From an optimization exercise on the open Yosys and OpenROAD flow, aimed at a short achievable clock period and few clock cycles per item; shortcuts taken in it are not production practice.
Only simulation tests tie the RTL to the original design; equivalence was not proved.
Power is estimated from default activity; no workload was simulated.

// s_curve_stepper_ramp_core
module s_curve_stepper_ramp_core #(
  parameter int RAMP_STEPS = 64
) (
  input  logic                   clk,
  input  logic                   rst_n,
  input  logic                   in_valid,
  output logic                   in_ready,
  input  logic [1:0]             in_command,
  input  logic [7:0]             in_table_index,
  input  logic [15:0]            in_table_value,
  input  logic signed [31:0]     in_steps,
  input  logic [15:0]            in_single_step_reload,
  output logic                   out_valid,
  input  logic                   out_ready,
  output logic [15:0]            out_reload,
  output logic [14:0]            out_compare,
  output logic                   out_direction,
  output logic                   out_timer_on,
  output logic                   out_moving,
  output logic [1:0]             out_phase,
  output logic signed [31:0]     out_position
);
Size: roughly 4,800 cells after synthesis, roughly 150 I/O pins, ~0.071 mm² of cells after synthesis.
Settings: LEC_CHECK=0, ABC_CLOCK_PERIOD_IN_PS=3000, CAP_MARGIN=20, CORE_MARGIN=2, CORE_UTILIZATION=70, CTS_CLUSTER_DIAMETER=100, CTS_CLUSTER_SIZE=25, SLEW_MARGIN=20, SYNTH_MEMORY_MAX_BITS=8192; clock period 10.0 ns.
standard.sh (not shown) runs the stock make flow with config.mk's settings and CLKGATE_MAP_FILE= SYNTH_SCRIPT=/design/flow/synth_recipe.tcl, a recipe that flattens the netlist after the stock synthesis.
==> flow/flow/run.sh <==
#!/bin/bash
# Standard synthesis and layout, with timing repair aimed well below the
# clock period (the SDC is the standard flow's, unchanged).
set -euo pipefail
MARGIN=${MARGIN:-7.1}
bash standard.sh synth > synth.log 2>&1
bash standard.sh SETUP_SLACK_MARGIN=$MARGIN finish > layout.log 2>&1
Testbench counts at the start, summed over its fixed seeds: cycles 44,413, items 44,261.
Rerun with:
--- a/flow/design.v
+++ b/flow/design.v
@@ -50,17 +50,17 @@
   logic [31:0] in_a;
   logic [15:0] in_b;
   assign in_k = {in_command == C_LOAD, in_command == C_REL, in_command == C_ABS,
                  in_command == C_TICK};
   assign in_a = (in_command == C_LOAD) ?
                 {25'd0, (in_table_index[7:6] == 2'b00), in_table_index[5:0]} : in_steps;
   assign in_b = (in_command == C_LOAD) ? in_table_value : in_single_step_reload;
   assign in_ready   = in_ready_r;
-  assign acc        = in_valid && in_ready_r;
+  assign acc        = in_valid && (if_cnt != 2'd2);
   assign if_cnt_nxt = if_cnt + {1'b0, acc} - {1'b0, if_pop};
   logic        xv;
   logic        x_load, x_rel, x_abs, x_tick, x_move;
   logic [31:0] xa;
   logic [15:0] xb;
   logic        cons;
   logic        ok_r;
   logic        xok;     
@@ -324,23 +324,23 @@
   end
   localparam int RW = 53;
   logic [RW-1:0] t_res;
   logic [RW-1:0] of_d [OF_D];
   logic [1:0]    of_wp, of_rp;
   logic [2:0]    of_cnt;
   logic          of_nz;
   logic          o_free, o_load, bypass;
-  logic          ov;
+  logic          ov, ov_i;    
   logic [RW-1:0] o_r;
   logic          taken_d;
   logic [3:0]    cr, cr_nxt;
   assign t_res  = {reload_r, t_dir, t_ton, t_mov, t_ph, t_pos};
   assign of_nz  = (of_cnt != 3'd0);
-  assign o_free = !ov || out_ready;
+  assign o_free = !ov_i || out_ready;
   assign o_load = o_free && (of_nz || tv);
   assign bypass = o_free && !of_nz && tv;
   assign cr_nxt = cr + {3'd0, cons} - {3'd0, taken_d};
   always_ff @(posedge clk) begin
     if (tv) of_d[of_wp] <= t_res;
   end
   logic [RW-1:0] o_src, o_h;
   logic [14:0]   oc_r;
@@ -358,25 +358,27 @@
     end
   end
   always_ff @(posedge clk) begin
     if (!rst_n) begin
       of_wp   <= '0;
       of_rp   <= '0;
       of_cnt  <= '0;
       ov      <= 1'b0;
+      ov_i    <= 1'b0;
       taken_d <= 1'b0;
       cr      <= '0;
       ok_r    <= 1'b1;
     end else begin
       if (tv && !bypass) of_wp <= of_wp + 2'd1;
       if (o_free && of_nz) of_rp <= of_rp + 2'd1;
       of_cnt  <= of_cnt + {2'd0, tv && !bypass} - {2'd0, o_free && of_nz};
-      ov      <= o_load || !o_free;
-      taken_d <= ov && out_ready;
+      ov      <= o_load || (ov && !out_ready);
+      ov_i    <= o_load || !o_free;
+      taken_d <= ov_i && out_ready;
       cr      <= cr_nxt;
       ok_r    <= cons ? (taken_d ? (cr < CR_LIM) : (cr < CR_LIM - 4'd1))
                       : (taken_d ? (cr <= CR_LIM) : (cr < CR_LIM));
     end
   end
   assign out_valid     = ov;
   assign out_reload    = o_r[52:37];
   assign out_compare   = oc_r;
Outcome: Register-to-register slack degrades by 0.20 ns. Combinational power increases by 12%. Power increases by 3.9%. Clock skew increases by 0.023 ns. Utilization is about the same. Routed wire length barely changes. Worst setup slack degrades by 0.070 ns. Via count hardly moves. Die area is about the same.
Testbench counts after the change, summed over its fixed seeds: cycles 44,413, items 44,261.

static timing again, ports no longer ideal:
In the flow no input, the clock included, has a driving cell. The finished layouts below were timed again as built, in two steps.
Step 1 sets driving cells, clkbuf_16 on the clock port and buf_2 on the other inputs (assumed; they add their load-dependent delay and slew).
Step 2, shift: input delay + t, output delay - t, t = (earliest + latest rising clock arrival at the registers) / 2. This alone moves slack from input paths to output paths.
a / b / c = ideal / step 1 / step 2; a / b = the first two.
| run | shift t [ns] | setup WS [ns] | hold slack, ns | worst register clock-pin slew, ns |
|---|---|---|---|---|
| the first run | 0.772 | 6.813 / 6.742 / 6.287 | 0.348 / 0.348 / 0.348 | 0.10 / 0.10 |
| the second run | 0.794 | 6.743 / 6.722 / 6.241 | 0.351 / 0.351 / 0.351 | 0.10 / 0.10 |
After both steps every run listed still meets setup and hold. The setup slack of the first run, which loses most, moves by -0.071 ns with the drivers and by -0.526 ns with both steps.
